This is an optimization exercise on Yosys and OpenROAD, whose aim is small area, not a production implementation. Only simulation tests tie the RTL to the original design; equivalence was not proved.

===== run.sh =====
#!/bin/bash
# synth_recipe.tcl (not shown) runs the flow's synth.tcl, then flattens the netlist and writes it again
# the make line also repeats each setting of config.mk as NAME=value (left out here)
make -C /OpenROAD-flow-scripts/flow DESIGN_CONFIG=/design/flow/config.mk WORK_HOME=/design/flow/orfs CLKGATE_MAP_FILE= SYNTH_SCRIPT=/design/flow/synth_recipe.tcl finish

===== config.mk =====
export PLATFORM = sky130hd
export DESIGN_NAME = cordic
export DESIGN_NICKNAME = cordic
export VERILOG_FILES = /design/flow/design.v
export SDC_FILE = /design/flow/constraint.sdc
export NUM_CORES = 4
export LEC_CHECK = 0
export CAP_MARGIN = 20
export CORE_MARGIN = 2
export CORE_UTILIZATION = 40
export SLEW_MARGIN = 20

===== constraint.sdc =====
create_clock -name core_clock -period 5.0 [get_ports {clk}]
set_input_delay 1.0000 -clock core_clock [delete_from_list [all_inputs] [get_ports {clk}]]
set_output_delay 1.0000 -clock core_clock [all_outputs]
set_load 0.01 [all_outputs]

===== design.v =====
package cordic_pkg;
  localparam int PW_DEF      = 12;
  localparam int IW_DEF      = 31;
  localparam int OW_DEF      = 32;
  localparam int NSTAGES_DEF = 11;
  localparam int GUARD       = 3;
  function automatic logic [31:0] atan_base(input int i);
    unique case (i)
      0:       atan_base = 32'h2000_0000;
      1:       atan_base = 32'h12e4_051e;
      2:       atan_base = 32'h09fb_385b;
      3:       atan_base = 32'h0511_11d4;
      4:       atan_base = 32'h028b_0d43;
      5:       atan_base = 32'h0145_d7e1;
      6:       atan_base = 32'h00a2_f61e;
      7:       atan_base = 32'h0051_7c55;
      8:       atan_base = 32'h0028_be53;
      9:       atan_base = 32'h0014_5f2f;
      10:      atan_base = 32'h000a_2f98;
      11:      atan_base = 32'h0005_17cc;
      12:      atan_base = 32'h0002_8be6;
      13:      atan_base = 32'h0001_45f3;
      14:      atan_base = 32'h0000_a2f9;
      15:      atan_base = 32'h0000_517d;
      default: atan_base = 32'd683565276 >> i;
    endcase
  endfunction
  function automatic logic [63:0] atan_val(input int i, input int piw);
    logic [63:0] t;
    t = {32'd0, atan_base(i)};
    if (piw >= 32)
      atan_val = t << (piw - 32);
    else
      atan_val = (t + (64'd1 << (31 - piw))) >> (32 - piw);
  endfunction
endpackage
module cordic_stage
#(
  parameter int WW  = 35,
  parameter int PIW = 16,
  parameter int IDX = 0
) (
  input  logic                  clk,
  input  logic                  reset,
  input  logic                  enable,
  input  logic signed [WW-1:0]  x,
  input  logic signed [WW-1:0]  y,
  input  logic        [PIW-1:0] ph,
  output logic signed [WW-1:0]  xr,
  output logic signed [WW-1:0]  yr,
  output logic        [PIW-1:0] phr
);
  localparam logic [63:0]    A64  = cordic_pkg::atan_val(IDX, PIW);
  localparam logic [PIW-1:0] ATAN = A64[PIW-1:0];
  logic signed [WW-1:0] xs;
  logic signed [WW-1:0] ys;
  assign xs = x >>> IDX;
  assign ys = y >>> IDX;
  always_ff @(posedge clk) begin
    if (reset) begin
      xr  <= '0;
      yr  <= '0;
      phr <= '0;
    end else if (enable) begin
      if (!ph[PIW-1]) begin
        xr  <= x - ys;
        yr  <= y + xs;
        phr <= ph - ATAN;
      end else begin
        xr  <= x + ys;
        yr  <= y - xs;
        phr <= ph + ATAN;
      end
    end
  end
endmodule
module cordic
#(
  parameter int PW      = cordic_pkg::PW_DEF,
  parameter int IW      = cordic_pkg::IW_DEF,
  parameter int OW      = cordic_pkg::OW_DEF,
  parameter int NSTAGES = cordic_pkg::NSTAGES_DEF
) (
  input  logic                 clk,
  input  logic                 reset,
  input  logic                 enable,
  input  logic signed [IW-1:0] i_xval,
  input  logic signed [IW-1:0] i_yval,
  input  logic        [PW-1:0] i_phase,
  output logic signed [OW-1:0] o_xval,
  output logic signed [OW-1:0] o_yval
);
  localparam int WW  = OW + cordic_pkg::GUARD;
  localparam int PIW = PW + 4;
  logic signed [WW-1:0]  xe;
  logic signed [WW-1:0]  ye;
  logic signed [WW-1:0]  x0;
  logic signed [WW-1:0]  y0;
  logic        [PIW-1:0] p0;
  logic signed [WW-1:0]  xv [0:NSTAGES];
  logic signed [WW-1:0]  yv [0:NSTAGES];
  logic        [PIW-1:0] pv [0:NSTAGES];
  logic signed [WW-1:0]  xf;
  logic signed [WW-1:0]  yf;
  logic                  unused_ok;
  assign xe = {{(WW-IW-cordic_pkg::GUARD){i_xval[IW-1]}}, i_xval, {cordic_pkg::GUARD{1'b0}}};
  assign ye = {{(WW-IW-cordic_pkg::GUARD){i_yval[IW-1]}}, i_yval, {cordic_pkg::GUARD{1'b0}}};
  always_ff @(posedge clk) begin
    if (reset) begin
      x0 <= '0;
      y0 <= '0;
      p0 <= '0;
    end else if (enable) begin
      p0 <= {2'b00, i_phase[PW-3:0], 4'b0000};
      unique case (i_phase[PW-1:PW-2])
        2'b00: begin
          x0 <= xe;
          y0 <= ye;
        end
        2'b01: begin
          x0 <= -ye;
          y0 <= xe;
        end
        2'b10: begin
          x0 <= -xe;
          y0 <= -ye;
        end
        2'b11: begin
          x0 <= ye;
          y0 <= -xe;
        end
      endcase
    end
  end
  assign xv[0] = x0;
  assign yv[0] = y0;
  assign pv[0] = p0;
  for (genvar k = 0; k < NSTAGES; k++) begin : g_stage
    cordic_stage #(
      .WW (WW),
      .PIW(PIW),
      .IDX(k)
    ) u_stage (
      .clk   (clk),
      .reset (reset),
      .enable(enable),
      .x     (xv[k]),
      .y     (yv[k]),
      .ph    (pv[k]),
      .xr    (xv[k+1]),
      .yr    (yv[k+1]),
      .phr   (pv[k+1])
    );
  end
  assign xf = xv[NSTAGES];
  assign yf = yv[NSTAGES];
  always_ff @(posedge clk) begin
    if (reset) begin
      o_xval <= '0;
      o_yval <= '0;
    end else if (enable) begin
      o_xval <= xf[WW-1:cordic_pkg::GUARD] + {{(OW-1){1'b0}}, xf[cordic_pkg::GUARD-1]};
      o_yval <= yf[WW-1:cordic_pkg::GUARD] + {{(OW-1){1'b0}}, yf[cordic_pkg::GUARD-1]};
    end
  end
  assign unused_ok = &{1'b0, xf[cordic_pkg::GUARD-2:0], yf[cordic_pkg::GUARD-2:0], pv[NSTAGES]};
endmodule

==> metrics.yaml <==
criticalPathCategory: "reg -> reg"
cts_tree: "built"
clkSlewWorstSetupHoldPaths_ns: 0.06
floorplan.rows: 174
layout-drive-gt1-share: 0.05001
syn_nets: 12830
area_growth_pct: 10.85
clkSinkCount: 1025
critPathBufInv: 0
worstPathRequired_ns: 5.65
post-route-period-util: 0.9423
yosys_warnings: 18
cpMostUsedCell: "or4_4"
fillers: 22630
die_x_um: 479.7
finalSetupViolations: 0
clk_path_buf_depth: 3
dieArea_mm2: 0.2302
clock-root-buffer: "clkbuf_16"
slew_viol_final: 0
ant_nets: 0
relSlewSlack: 0.3210
routed_via_density: 5.721
vias: 85440
antenna_found_initial: 14
grt.overflow.total: 0
ys_ff_latch: 1025
crit_chain: "or4_4 > or3_4 > or4_4 > or4_4 > nor4b_4 > nor2_1 > xnor2_1 > ha_1 > and3_1 > and2_1 > a31oi_1 > o21ai_0 > a21oi_1 > a21bo_2 > a21oi_1 > xor2_1 > o21ai_0"
port_buffers: 140
synth-async-reset-ratio: 0
grt.total_usage: 0.2439
tightest_slew_ns: 1.018
synth_edf_count: 0
first_pass_iters: 10
grt_pass1_vias: 80990
wl_um: 292200
drv_cap: 0
whs_ns: 0.4485
synthFlopType: "dfxtp_1"
htreeDepth: 3
clock-skew-final_ns: 0.05427
hold_path_depth: 2
fmax_ghz: 0.2123
route.detailed.drc: 0
crit_slowest_cell: "or4_4"
crit_path_end_kind: "flop"
synthesis.area_mm2: 0.09053
arrival_ns: 5.36
clk-insertion-delay-late_ns: 0.80
post-dp-hpwl_um: 227000
grt_max_degree: 173
critical-path-top-delay-family: "simple AND/OR/NAND/NOR gates"
hold_viol: 0
numCtsBuffers: 121
start_kind: "flop"
design.core.area_mm2: 0.2249
status: "timing/DRC/antenna clean"
path_max_fanout: 6
hold_path.class: "reg -> reg"
synth_seq_area_share: 0.2267
start_util: 0.4026
wl_per_cell_um: 19.57
final_nets: 12830
r2r_cells: 17
critPathMaxStageDelay_ns: 0.55
gp_congestion: 0.9179
syn_avg_cell_area_um2: 7.645
synth.distinct_cells: 93
grt_pass1_wl_um: 459100
num_io_pins: 141
post-route-util: 0.4462
drtIter0Drc: 6536
syn-instance-count: 11840
layout_min_cycle_time_ns: 4.711
fp.dieH_um: 479.7
cp_num_cells: 17
==> state kept, by name, indices dropped and copies added, names as in the netlist <==
signal / count
o_yval: 32
y0: 32
g_stage.u_stage.phr: 134
g_stage.u_stage.ph: 10
g_stage.u_stage.yr: 375
g_stage.u_stage.xr: 378
o_xval: 32
x0: 32
==> routing by layer <==
layer	GRT usage	wire, um
met3	0.02712	13250
met4	0.05465	6397
met5	0	41
met2	0.4068	134900
met1	0.3357	137600
==> layout by cell type (no fill, tap or decap), drive strengths merged, types with 92 or more instances in the layout <==
cell type,netlist,layout
or3,104,104
nand2b,126,126
ha,885,885
nand2,862,862
a21o,388,388
nor3,308,308
clkbuf,411,158
a31oi,143,143
xnor2,780,780
dfxtp,1025,1025
nand3,235,235
inv,414,422
o21bai,114,114
o21ai,777,777
xor2,560,560
and3,92,92
mux2i,404,404
nor2,1458,1458
nand4,100,100
a21oi,1148,1148
nor2b,121,121
buf,82,234
clkdlybuf4s50,0,136
a211oi,267,267
o21a,113,113
==> what timing repair did <==
item | 4_1_cts | 5_1_grt
hold buffers | 0 | 0
hold endpoints to repair | 0 | 0
buffers inserted | 0 | 5
setup endpoints to repair | 2 | 54
pin swaps | 0 | 6
resized for setup | 0 | 47
==> layout make-up <==
type	instances	area (um^2)	area share
multi-input combinational	9906	66850	0.6662
sequential	1025	20530	0.2046
tap	2992	3744	0.03730
clock buffer	158	3397	0.03385
timing repair buffer	370	3321	0.03309
inverter	418	1577	0.01571
clock inverter	61	923.4	0.009201
antenna	4	10.01	0.00009974
==> cell families (layout without fill, tap and decap cells) <==
logic type / Yosys count / count (layout) / synth area share
buffers and inverters: 911 / 1007 / 0.03778
XOR/XNOR: 1340 / 1340 / 0.1297
AO/OA/AOI/OAI: 3497 / 3497 / 0.2410
AND/OR/NAND/NOR: 3731 / 3731 / 0.1892
flip-flops: 1025 / 1025 / 0.2267
multiplexers: 429 / 429 / 0.04803
other: 0 / 4 / 0
adder cells (fa/ha/maj): 909 / 909 / 0.1276
==> tightest hold or removal path, delay by kind of cell (launching register included) <==
kind | cells | cell delay [ns]
flip-flops | 1 | 0.31
AND/OR/NAND/NOR | 2 | 0.09
==> cell usage after synthesis, drive strengths merged (82+ instances only) <==
master  count  area share
nor2     1458       0.060
a21oi    1148       0.063
dfxtp    1025        0.23
ha        885        0.12
nand2     862       0.036
xnor2     780       0.076
o21ai     777       0.043
xor2      560       0.054
inv       414       0.017
clkbuf    411       0.017
mux2i     404       0.045
a21o      388       0.032
nor3      308       0.017
a211oi    267       0.022
nand3     235       0.013
a31oi     143      0.0099
nand2b    126      0.0087
nor2b     121      0.0084
o21bai    114      0.0095
o21a      113      0.0094
or3       104      0.0072
nand4     100      0.0069
and3       92      0.0064
nor4       91      0.0063
buf        82      0.0034
==> stage by stage <==
step	worst slack [ns]	cell area [um^2]	TNS [ns]	cells
2_1_floorplan	0.3004	90530	0	11840
3_3_place_gp	-0.08852	95750	-0.1648	14710
3_5_place_dp	-0.005920	95750	-0.005920	14710
4_1_cts	-0.01076	100100	-0.01698	14930
5_1_grt	-0.02417	100400	-0.02683	14930
6_report	0.2887	100400	0	14930
==> worst paths after layout <==
kind	slack, ns	from	end
setup reg to reg	0.29	g_stage[4].u_stage.yr[17]	g_stage[5].u_stage.xr[31]
hold / removal	0.45	g_stage[1].u_stage.phr[13]	g_stage[1].u_stage.phr[13]
setup / recovery	0.29	g_stage[4].u_stage.yr[17]	g_stage[5].u_stage.xr[31]
hold reg to reg	0.45	g_stage[1].u_stage.phr[13]	g_stage[1].u_stage.phr[13]

static timing again, ports no longer ideal:
In the flow no input, the clock included, has a driving cell. The finished layout below was timed again as built, in two steps. Step 1 (the two cells are an assumption about what drives the block):
set clk [get_ports {clk}]
set_driving_cell -lib_cell sky130_fd_sc_hd__clkbuf_16 $clk
set_driving_cell -lib_cell sky130_fd_sc_hd__buf_2 [delete_from_list [all_inputs] $clk]
Step 2 adds t to the input delays and takes it off the output delays; t is the mean of the earliest and latest rising clock arrival at the registers after step 1. Input paths then give back, and output paths get back, about the clock's delay inside the block. Slacks: no drivers / after step 1 / after step 2; pairs: no drivers / after step 1.
shift t [ns]: 0.871
slack for setup (ns): 0.289 / 0.289 / 0.289
hold WS [ns]: 0.449 / 0.449 / 0.449
latest minus earliest clock arrival (ns): 0.061 / 0.061
worst slew at a driven data input, ns: 0.12
After both steps setup and hold are still met in this run. The setup slack of this run moves by 0.000 ns with the drivers and by 0.000 ns with both steps.
